Context: an optimization exercise on an open-source flow, tuned for small area. The choices shown serve that exercise and are no tape-out recipe. In this exercise RTL edits were held to simulation tests only and were not proved equivalent to the original. Power and IR drop assume default switching activity.

[flow/flow/run.sh]
#!/bin/bash
# Standard synthesis and layout, with single-drive buffers on the ports
# (in place of the default delay-cell buffers), no dummy clock loads, and
# power recovery (downsizing gates off the critical paths) after global route,
# followed by a design repair pass (post_grt.tcl).
set -euo pipefail
export BUFFER_PORTS_ARGS="-buffer_cell sky130_fd_sc_hd__buf_1"
export CTS_ARGS="-sink_clustering_enable -repair_clock_nets -dont_use_dummy_load -sink_clustering_size 20 -sink_clustering_max_diameter 80 -buf_list sky130_fd_sc_hd__clkbuf_8"
bash standard.sh finish \
    "BUFFER_PORTS_ARGS=$BUFFER_PORTS_ARGS" \
    "CTS_ARGS=$CTS_ARGS" \
    "RECOVER_POWER=100" \
    "POST_GLOBAL_ROUTE_TCL=$PWD/flow/post_grt.tcl" > flow_standard.log 2>&1
[flow/flow/post_grt.tcl]
# After power recovery at global route: fix the slew and capacitance
# violations the downsizing left, then legalize and re-route the changed nets.
global_route -start_incremental
repair_design -verbose -slew_margin 5 -cap_margin 5
detailed_placement
global_route -end_incremental
estimate_parasitics -global_routing
report_design_area
[flow/constraint.sdc]
create_clock -name core_clock -period 7.0 [get_ports {clk}]
set_input_delay 1.4000 -clock core_clock [delete_from_list [all_inputs] [get_ports {clk}]]
set_output_delay 1.4000 -clock core_clock [all_outputs]
set_load 0.01 [all_outputs]
[flow/config.mk]
export PLATFORM = sky130hd
export DESIGN_NAME = wb_top
export DESIGN_NICKNAME = wb_top
export VERILOG_FILES = /design/flow/design.v
export SDC_FILE = /design/flow/constraint.sdc
export NUM_CORES = 4
export LEC_CHECK = 0
export CAP_MARGIN = 5
export CORE_MARGIN = 2
export CORE_UTILIZATION = 60
export CTS_BUF_LIST = sky130_fd_sc_hd__clkbuf_8
export CTS_CLUSTER_DIAMETER = 80
export CTS_CLUSTER_SIZE = 20
export SLEW_MARGIN = 5
export SYNTH_HIERARCHICAL = 1
export SYNTH_MINIMUM_KEEP_SIZE = 0
[flow/standard.sh]
#!/bin/bash
# synth_recipe.tcl (not shown) runs the flow's synth.tcl, then flattens the netlist and writes it again
# the make line also repeats each setting of config.mk as NAME=value (left out here)
make -C /OpenROAD-flow-scripts/flow DESIGN_CONFIG=/design/flow/config.mk WORK_HOME=/design/flow/orfs CLKGATE_MAP_FILE= SYNTH_SCRIPT=/design/flow/synth_recipe.tcl "${@:-finish}"
[flow/design.v]
package wb_pkg;
    localparam int XLEN = 32;
    localparam int REG_ADDR_W = 5;
    localparam int NUM_REGS = 32;
    typedef enum logic [2:0] {
        WB_NOP  = 3'd0,
        WB_GPR  = 3'd1,
        WB_MTHI = 3'd2,
        WB_MTLO = 3'd3,
        WB_MULT = 3'd4,
        WB_MADD = 3'd5,
        WB_MSUB = 3'd6
    } wb_op_t;
endpackage
`timescale 1ns/10ps
module wb_control (
    input  logic clk,
    input  logic reset,
    input  logic i_req,
    output logic o_ack,
    output logic o_commit
);
    typedef enum logic [1:0] {
        ST_IDLE   = 2'd0,
        ST_COMMIT = 2'd1,
        ST_ACK    = 2'd2
    } state_t;
    state_t state;
    state_t state_next;
    always_comb begin
        state_next = state;
        case (state)
            ST_IDLE: begin
                if (i_req) begin
                    state_next = ST_COMMIT;
                end
            end
            ST_COMMIT: begin
                state_next = ST_ACK;
            end
            ST_ACK: begin
                if (!i_req) begin
                    state_next = ST_IDLE;
                end
            end
            default: begin
                state_next = ST_IDLE;
            end
        endcase
    end
    always_ff @(posedge clk) begin
        if (reset) begin
            state <= ST_IDLE;
        end else begin
            state <= state_next;
        end
    end
    assign o_commit = (state == ST_COMMIT);
    assign o_ack = (state == ST_ACK);
endmodule
`timescale 1ns/10ps
module hilo_unit (
    input  logic                        clk,
    input  logic                        reset,
    input  logic                        i_commit,
    input  wb_pkg::wb_op_t              i_op0,
    input  wb_pkg::wb_op_t              i_op1,
    input  logic [wb_pkg::XLEN-1:0]     i_data0,
    input  logic [wb_pkg::XLEN-1:0]     i_data1,
    input  logic [2*wb_pkg::XLEN-1:0]   i_prod0,
    input  logic [2*wb_pkg::XLEN-1:0]   i_prod1,
    output logic [wb_pkg::XLEN-1:0]     o_hi,
    output logic [wb_pkg::XLEN-1:0]     o_lo
);
    localparam int W = wb_pkg::XLEN;
    function automatic logic [2*W-1:0] bk_add(input logic [2*W-1:0] x, input logic [2*W-1:0] y, input logic cin);
        logic [2*W-1:0] p, g, gg, pp, r;
        p = x ^ y;
        g = x & y;
        g[0] = g[0] | (p[0] & cin);
        gg = g;
        pp = p;
        for (int d = 1; d < 2*W; d = d * 2) begin
            for (int i = 2 * d - 1; i < 2*W; i = i + 2 * d) begin
                gg[i] = gg[i] | (pp[i] & gg[i-d]);
                pp[i] = pp[i] & pp[i-d];
            end
        end
        for (int d = W / 2; d >= 1; d = d / 2) begin
            for (int i = 3 * d - 1; i < 2*W; i = i + 2 * d) begin
                gg[i] = gg[i] | (pp[i] & gg[i-d]);
                pp[i] = pp[i] & pp[i-d];
            end
        end
        r[0] = p[0] ^ cin;
        for (int i = 1; i < 2*W; i++) begin
            r[i] = p[i] ^ gg[i-1];
        end
        bk_add = r;
    endfunction
    logic [W-1:0]   hi_q;
    logic [W-1:0]   lo_q;
    logic           mul1, acc1, mul0, acc0;
    logic           lane1;
    logic           use_old;
    logic           sub;
    logic [2*W-1:0] a;
    logic [2*W-1:0] p;
    logic [2*W-1:0] pm;
    logic [2*W-1:0] sum;
    assign acc1 = (i_op1 == wb_pkg::WB_MADD) || (i_op1 == wb_pkg::WB_MSUB);
    assign mul1 = acc1 || (i_op1 == wb_pkg::WB_MULT);
    assign acc0 = (i_op0 == wb_pkg::WB_MADD) || (i_op0 == wb_pkg::WB_MSUB);
    assign mul0 = acc0 || (i_op0 == wb_pkg::WB_MULT);
    assign lane1   = mul1;
    assign use_old = lane1 ? acc1 : acc0;
    assign sub     = lane1 ? (i_op1 == wb_pkg::WB_MSUB) : (i_op0 == wb_pkg::WB_MSUB);
    assign pm      = lane1 ? i_prod1 : i_prod0;
    assign p       = pm ^ {2*W{sub}};
    assign a       = {hi_q, lo_q};
    assign sum = bk_add(a, p, sub);
    logic hi_d1, hi_d0, hi_s, lo_d1, lo_d0, lo_s, hi_p, lo_p;
    logic hi_en, lo_en;
    always_comb begin
        hi_d1 = 1'b0; hi_d0 = 1'b0; hi_s = 1'b0; hi_p = 1'b0;
        lo_d1 = 1'b0; lo_d0 = 1'b0; lo_s = 1'b0; lo_p = 1'b0;
        if (i_op1 == wb_pkg::WB_MTHI)      hi_d1 = 1'b1;
        else if (mul1)                     begin hi_s = use_old; hi_p = !use_old; end
        else if (i_op0 == wb_pkg::WB_MTHI) hi_d0 = 1'b1;
        else if (mul0)                     begin hi_s = use_old; hi_p = !use_old; end
        if (i_op1 == wb_pkg::WB_MTLO)      lo_d1 = 1'b1;
        else if (mul1)                     begin lo_s = use_old; lo_p = !use_old; end
        else if (i_op0 == wb_pkg::WB_MTLO) lo_d0 = 1'b1;
        else if (mul0)                     begin lo_s = use_old; lo_p = !use_old; end
        if (reset) begin
            hi_d1 = 1'b0; hi_d0 = 1'b0; hi_s = 1'b0; hi_p = 1'b0;
            lo_d1 = 1'b0; lo_d0 = 1'b0; lo_s = 1'b0; lo_p = 1'b0;
        end
    end
    assign hi_en = reset || (i_commit && (hi_d1 || hi_d0 || hi_s || hi_p));
    assign lo_en = reset || (i_commit && (lo_d1 || lo_d0 || lo_s || lo_p));
    always_ff @(posedge clk) begin
        if (hi_en) begin
            hi_q <= ({W{hi_s}} & sum[2*W-1:W]) | ({W{hi_p}} & pm[2*W-1:W]) | ({W{hi_d1}} & i_data1) | ({W{hi_d0}} & i_data0);
        end
        if (lo_en) begin
            lo_q <= ({W{lo_s}} & sum[W-1:0]) | ({W{lo_p}} & pm[W-1:0]) | ({W{lo_d1}} & i_data1) | ({W{lo_d0}} & i_data0);
        end
    end
    assign o_hi = hi_q;
    assign o_lo = lo_q;
endmodule
`timescale 1ns/10ps
module gpr_file (
    input  logic                            clk,
    input  logic                            reset,
    input  logic                            i_commit,
    input  wb_pkg::wb_op_t                  i_op0,
    input  wb_pkg::wb_op_t                  i_op1,
    input  logic [wb_pkg::REG_ADDR_W-1:0]   i_rdst0,
    input  logic [wb_pkg::REG_ADDR_W-1:0]   i_rdst1,
    input  logic [wb_pkg::XLEN-1:0]         i_data0,
    input  logic [wb_pkg::XLEN-1:0]         i_data1,
    input  logic [wb_pkg::REG_ADDR_W-1:0]   i_raddr,
    output logic [wb_pkg::XLEN-1:0]         o_rdata
);
    localparam int N = wb_pkg::NUM_REGS;
    localparam int W = wb_pkg::XLEN;
    logic [W-1:0]                  regs [1:N-1];
    logic                          pv;
    logic [wb_pkg::REG_ADDR_W-1:0] pa;
    logic [W-1:0]                  pd;
    logic                          we0;
    logic                          we1;
    logic                          wen;
    logic [wb_pkg::REG_ADDR_W-1:0] waddr;
    logic [W-1:0]                  wdata;
    assign we0 = i_commit && (i_op0 == wb_pkg::WB_GPR) && (i_rdst0 != '0);
    assign we1 = i_commit && (i_op1 == wb_pkg::WB_GPR) && (i_rdst1 != '0);
    assign wen   = i_commit ? we0 : pv;
    assign waddr = i_commit ? i_rdst0 : pa;
    assign wdata = reset ? '0 : (i_commit ? i_data0 : pd);
    always_ff @(posedge clk) begin
        pv <= we1 && !reset;
        pa <= i_rdst1;
        pd <= i_data1;
    end
    for (genvar r = 1; r < N; r++) begin : g_reg
        logic wr;
        assign wr = reset || (wen && (waddr == r));
        always_ff @(posedge clk) begin
            if (wr) begin
                regs[r] <= wdata;
            end
        end
    end
    logic          hit;
    logic [31:0]   rsel;
    logic [W-1:0]  rsrc [32];
    logic [10:0][W-1:0] grp_n;
    assign hit = pv && (pa == i_raddr);
    assign rsel[0] = hit;
    assign rsrc[0] = pd;
    for (genvar r = 1; r < N; r++) begin : g_rsel
        assign rsel[r] = !hit && (i_raddr == r);
        assign rsrc[r] = regs[r];
    end
    for (genvar k = 0; k < 10; k++) begin : g_rd
        gpr_rd_aoi3 u_aoi (
            .i_d0  (rsrc[3*k]),
            .i_d1  (rsrc[3*k+1]),
            .i_d2  (rsrc[3*k+2]),
            .i_s0  (rsel[3*k]),
            .i_s1  (rsel[3*k+1]),
            .i_s2  (rsel[3*k+2]),
            .o_y_n (grp_n[k])
        );
    end
    gpr_rd_aoi2 u_aoi2 (
        .i_d0  (rsrc[30]),
        .i_d1  (rsrc[31]),
        .i_s0  (rsel[30]),
        .i_s1  (rsel[31]),
        .o_y_n (grp_n[10])
    );
    gpr_rd_nand11 u_nand (
        .i_g_n (grp_n),
        .o_y   (o_rdata)
    );
endmodule
module gpr_rd_aoi3 (
    input  logic [wb_pkg::XLEN-1:0] i_d0,
    input  logic [wb_pkg::XLEN-1:0] i_d1,
    input  logic [wb_pkg::XLEN-1:0] i_d2,
    input  logic                    i_s0,
    input  logic                    i_s1,
    input  logic                    i_s2,
    output logic [wb_pkg::XLEN-1:0] o_y_n
);
    assign o_y_n = ~(({wb_pkg::XLEN{i_s0}} & i_d0) |
                     ({wb_pkg::XLEN{i_s1}} & i_d1) |
                     ({wb_pkg::XLEN{i_s2}} & i_d2));
endmodule
module gpr_rd_aoi2 (
    input  logic [wb_pkg::XLEN-1:0] i_d0,
    input  logic [wb_pkg::XLEN-1:0] i_d1,
    input  logic                    i_s0,
    input  logic                    i_s1,
    output logic [wb_pkg::XLEN-1:0] o_y_n
);
    assign o_y_n = ~(({wb_pkg::XLEN{i_s0}} & i_d0) |
                     ({wb_pkg::XLEN{i_s1}} & i_d1));
endmodule
module gpr_rd_nand11 (
    input  logic [10:0][wb_pkg::XLEN-1:0] i_g_n,
    output logic [wb_pkg::XLEN-1:0] o_y
);
    always_comb begin
        o_y = '0;
        for (int k = 0; k < 11; k++) begin
            o_y = o_y | ~i_g_n[k];
        end
    end
endmodule
`timescale 1ns/10ps
module wb_top (
    input  logic                            clk,
    input  logic                            reset,
    input  logic                            i_req,
    output logic                            o_ack,
    input  wb_pkg::wb_op_t                  i_op0,
    input  wb_pkg::wb_op_t                  i_op1,
    input  logic [wb_pkg::REG_ADDR_W-1:0]   i_rdst0,
    input  logic [wb_pkg::REG_ADDR_W-1:0]   i_rdst1,
    input  logic [wb_pkg::XLEN-1:0]         i_data0,
    input  logic [wb_pkg::XLEN-1:0]         i_data1,
    input  logic [2*wb_pkg::XLEN-1:0]       i_prod0,
    input  logic [2*wb_pkg::XLEN-1:0]       i_prod1,
    input  logic [wb_pkg::REG_ADDR_W-1:0]   i_raddr,
    output logic [wb_pkg::XLEN-1:0]         o_rdata,
    output logic [wb_pkg::XLEN-1:0]         o_hi,
    output logic [wb_pkg::XLEN-1:0]         o_lo
);
    logic commit;
    wb_control u_control (
        .clk      (clk),
        .reset    (reset),
        .i_req    (i_req),
        .o_ack    (o_ack),
        .o_commit (commit)
    );
    hilo_unit u_hilo (
        .clk      (clk),
        .reset    (reset),
        .i_commit (commit),
        .i_op0    (i_op0),
        .i_op1    (i_op1),
        .i_data0  (i_data0),
        .i_data1  (i_data1),
        .i_prod0  (i_prod0),
        .i_prod1  (i_prod1),
        .o_hi     (o_hi),
        .o_lo     (o_lo)
    );
    gpr_file u_gpr (
        .clk      (clk),
        .reset    (reset),
        .i_commit (commit),
        .i_op0    (i_op0),
        .i_op1    (i_op1),
        .i_rdst0  (i_rdst0),
        .i_rdst1  (i_rdst1),
        .i_data0  (i_data0),
        .i_data1  (i_data1),
        .i_raddr  (i_raddr),
        .o_rdata  (o_rdata)
    );
endmodule
==> summary.txt <==
Run status
  • Status: timing/DRC/antenna clean

CTS
  • CTS tree: done
  • Clk sink count: 1096
  • Clk buf depth: 3
  • Clk slew on worst S/H paths: 0.12 ns
  • Hold-fix buffers at CTS: 0
  • Cts bufs inserted: 68
  • Setup repair bufs after CTS: 0
  • Root buffer cell: clkbuf_8
  • Later-pin clock latency in the skew report: 0.69 ns
  • H-tree depth: 3
  • CTS resizes: 0

Setup path
  • WP data required: 5.60 ns
  • Crit path launch type: input pin
  • Slowest cell on the critical path: and4_2
  • R2R Setup Slk: 2.22 ns
  • CP Class: in -> out
  • Crit path capture: o_rdata[26]
  • Most used cell, CP: buf_1
  • CP delay by family, top: simple AND/OR/NAND/NOR gates
  • Setup crit start: i_raddr[0]
  • Buffers & Inverters on Critical Path: 4
  • Crit path capture type: output port
  • Critical Path Max Stage Delay: 0.75 ns
  • Crit-path cells: buf_1 -> xnor2_1 -> and4_2 -> buf_4 -> a211oi_2 -> clkbuf_2 -> a222oi_1 -> nand4_1 -> or3_1 -> buf_1
  • Reg2Reg Capture Point: u_hilo.hi_q[23]$_DFFE_PP_
  • Crit path DAT: 5.12 ns
  • Critical path fanouts, max: 23
  • Reg2reg start: u_hilo.lo_q[0]$_DFFE_PP_
  • Depth of the worst register-to-register path: 14
  • Critical path depth: 10

Global route
  • First-pass GRT wire length: 176.3 mm
  • GRT met3 Usage: 0.03763
  • Met2 Use GR: 0.5164
  • Pin count of the biggest net entering global routing: 51
  • Grt total ovfl: 0
  • GRT Util Overall: 0.3107
  • Antenna violations before repair: 7
  • Met1 usage: 0.4350
  • Top Usage Layer GRT: met2
  • Vias in the first global route: 26.89k

Yosys
  • Seq/Total Area, Yosys: 0.7276
  • Avg Inst Size Synth: 17.53 um2
  • Ys async rst share: 0
  • Ys flop type: edfxtp_1
  • Cell count after synthesis: 2549
  • Register bit total from synthesis: 1096
  • Number of synthesized flops with an enable pin: 1056
  • Synth Cell Area: 44680 um2
  • Synth cell types: 81
  • YS warnings: 14
  • Syn_nets: 2857

STA
  • # setup viols final: 0
  • Period utilisation layout: 0.9317
  • Worst Skew: 0.05448 ns
  • Worst Tran Pin Value: 1.397 ns
  • Pins over their slew limit: 0
  • Hold WS: 0.4927 ns
  • Crit path time final: 6.522 ns
  • FMAX: 153.3 MHz
  • Setup TNS: 0 ns
  • Slew Limit Headroom: 0.06870
  • Hold Violations, Final: 0

Pwr
  • Power per Cell Area: 256.3 nW/um2
  • Leak: 0.01649 uW
  • Maximum VDD drop: 209.7 uV

Drt
  • Initial drt markers: 4579
  • ANT nets after route: 0
  • Vias per cell: 6.983
  • DR WL/cell: 31.27 um
  • Vias: 26.99k
  • DRC Markers: 0
  • DRT Wirelength: 120.9 mm
  • Drt first pass iters: 10

Floorplan
  • Die area: 76670 um2
  • Chip width: 276.9 um
  • Num ports: 313
  • Die Height: 276.9 um
  • Core region area: 74070 um2
  • Initial Utilization: 0.6032
  • Row count: 100

Placed design
  • Detailed placer's ending HPWL: 76.49 mm
  • Routability cong.: 0.9205
  • Port buffer count: 312

Cells and area
  • Share of cells above drive strength 1: 0.09990
  • Nets: 3203
  • Commonest cells after routing, fill and taps aside: edfxtp_1, a222oi_1, buf_1
  • Layout area overhead: 8.121%
  • Most common cell after layout, fill and taps aside: edfxtp_1
  • Core Util, Final: 0.6522

Min path
  • Hold Path Class: reg -> reg

Job
  • Max-cap violation count: 0
## registers in the layout, summed over array words and instances (netlist names)
signal	cells
u_hilo.lo_q	32
u_gpr.pd	32
u_control.state	2
u_hilo.hi_q	32
u_gpr.pv	1
u_gpr.regs	992
u_gpr.pa	5
## logic make-up (layout without fill, tap and decap cells)
logic type | Yosys count | after routing | synth area share
xor gates and xnor gates | 101 | 101 | 0.01980
buffers and inverters | 191 | 535 | 0.02960
adders and majority gates | 92 | 92 | 0.03114
muxes | 98 | 98 | 0.02209
and+or+nand+nor | 308 | 308 | 0.03859
other | 0 | 3 | 0
DFF | 1096 | 1096 | 0.7276
AOI/OAI and AO/OA | 663 | 663 | 0.1312
## where the power goes
| part | internal, uW | switching (uW) |
|---|---|---|
| logic | 591 | 1140 |
| clock network | 882 | 1830 |
| registers | 7760 | 178 |
| total | 9230 | 3150 |
## layout make-up
cell class	instances	area (um2)
fillers	5256	25760
multi-input cells	1262	11410
well taps	969	1212
inverters	24	90.09
clock buffers	68	935.9
diodes	3	7.507
repair buffers	443	2146
flip-flops and latches	1096	32510
## cell usage after synthesis, drive strengths merged, types with 8 or more instances
library cell,count,share of area
mux2i,96,0.022
a211oi,34,0.0080
o41ai,15,0.0046
o221ai,8,0.0016
buf,133,0.025
nor2,65,0.0055
nand3,41,0.0046
ha,60,0.017
o21ai,63,0.0072
nand2,37,0.0031
dfxtp,40,0.018
o211ai,10,0.0018
a21o,25,0.0042
edfxtp,1056,0.71
and3,9,0.0013
nand4,66,0.0092
inv,24,0.0020
a21oi,48,0.0058
a222oi,351,0.079
a22oi,66,0.011
fa,32,0.014
o31ai,17,0.0029
or3,36,0.0052
xor2,24,0.0047
and4,9,0.0018
xnor2,77,0.015
clkbuf,34,0.0029
## per-module statistics from Yosys, one instance, submodules excluded, a selection
module / flip-flops and latches / cells inside
gpr_file: 1030 / 1242
hilo_unit: 64 / 723
gpr_rd_nand11: 0 / 128
gpr_rd_aoi3: 0 / 41
gpr_rd_aoi2: 0 / 38
wb_control: 2 / 8
## how the worst min path moves through the flow
stage / startpoint / end / cells after the start
6_report: u_control.state[1]$_SDFFE_PP0P_ / u_control.state[0]$_SDFFE_PP0P_ / 1
4_1_cts: u_control.state[1]$_SDFFE_PP0P_ / u_control.state[0]$_SDFFE_PP0P_ / 1
3_3_place_gp: u_control.state[0]$_SDFFE_PP0P_ / u_control.state[0]$_SDFFE_PP0P_ / 1
2_1_floorplan: u_control.state[0]$_SDFFE_PP0P_ / u_control.state[0]$_SDFFE_PP0P_ / 1
3_5_place_dp: u_control.state[0]$_SDFFE_PP0P_ / u_control.state[0]$_SDFFE_PP0P_ / 1
## layer usage
layer | share of wire | routed length, um
met1 | 0.40 | 47760
met2 | 0.49 | 59020
met3 | 0.087 | 10540
met4 | 0.029 | 3533
met5 | 0 | 0
## metrics by stage
stage / std cells / cell area, um2 / setup WS, ns / total power (uW)
final: 3865 / 48310 / 0.4782 / 12380
after CTS: 3847 / 48420 / 0.8767 / 12430
after floorplan: 2549 / 44680 / 1.134 / 9098
after global placement: 3779 / 47480 / 0.6375 / 9735
after detailed placement: 3779 / 47480 / 0.5708 / 9795

what the ideal ports hide:
No port has a modelled driver above. Below, the same layout with a new extraction and two added sets of constraints.
Step 1 (the two cells are an assumption about what drives the block):
set clk [get_ports {clk}]
set_driving_cell -lib_cell sky130_fd_sc_hd__clkbuf_16 $clk
set_driving_cell -lib_cell sky130_fd_sc_hd__buf_2 [delete_from_list [all_inputs] $clk]
Step 2, shift: input delay + t, output delay - t, t = (earliest + latest rising clock arrival at the registers) / 2. This alone moves slack from input paths to output paths.
Three values: ideal, step 1, step 2; two values: the first two.
shift t [ns]: 0.734
setup WS [ns]: 0.478 / 0.447 / 0.012
slew at the worst register clock pin (ns): 0.12 / 0.12
After both steps setup and hold are still met in this run. The setup slack of this run moves by -0.031 ns with the drivers and by -0.466 ns with both steps.
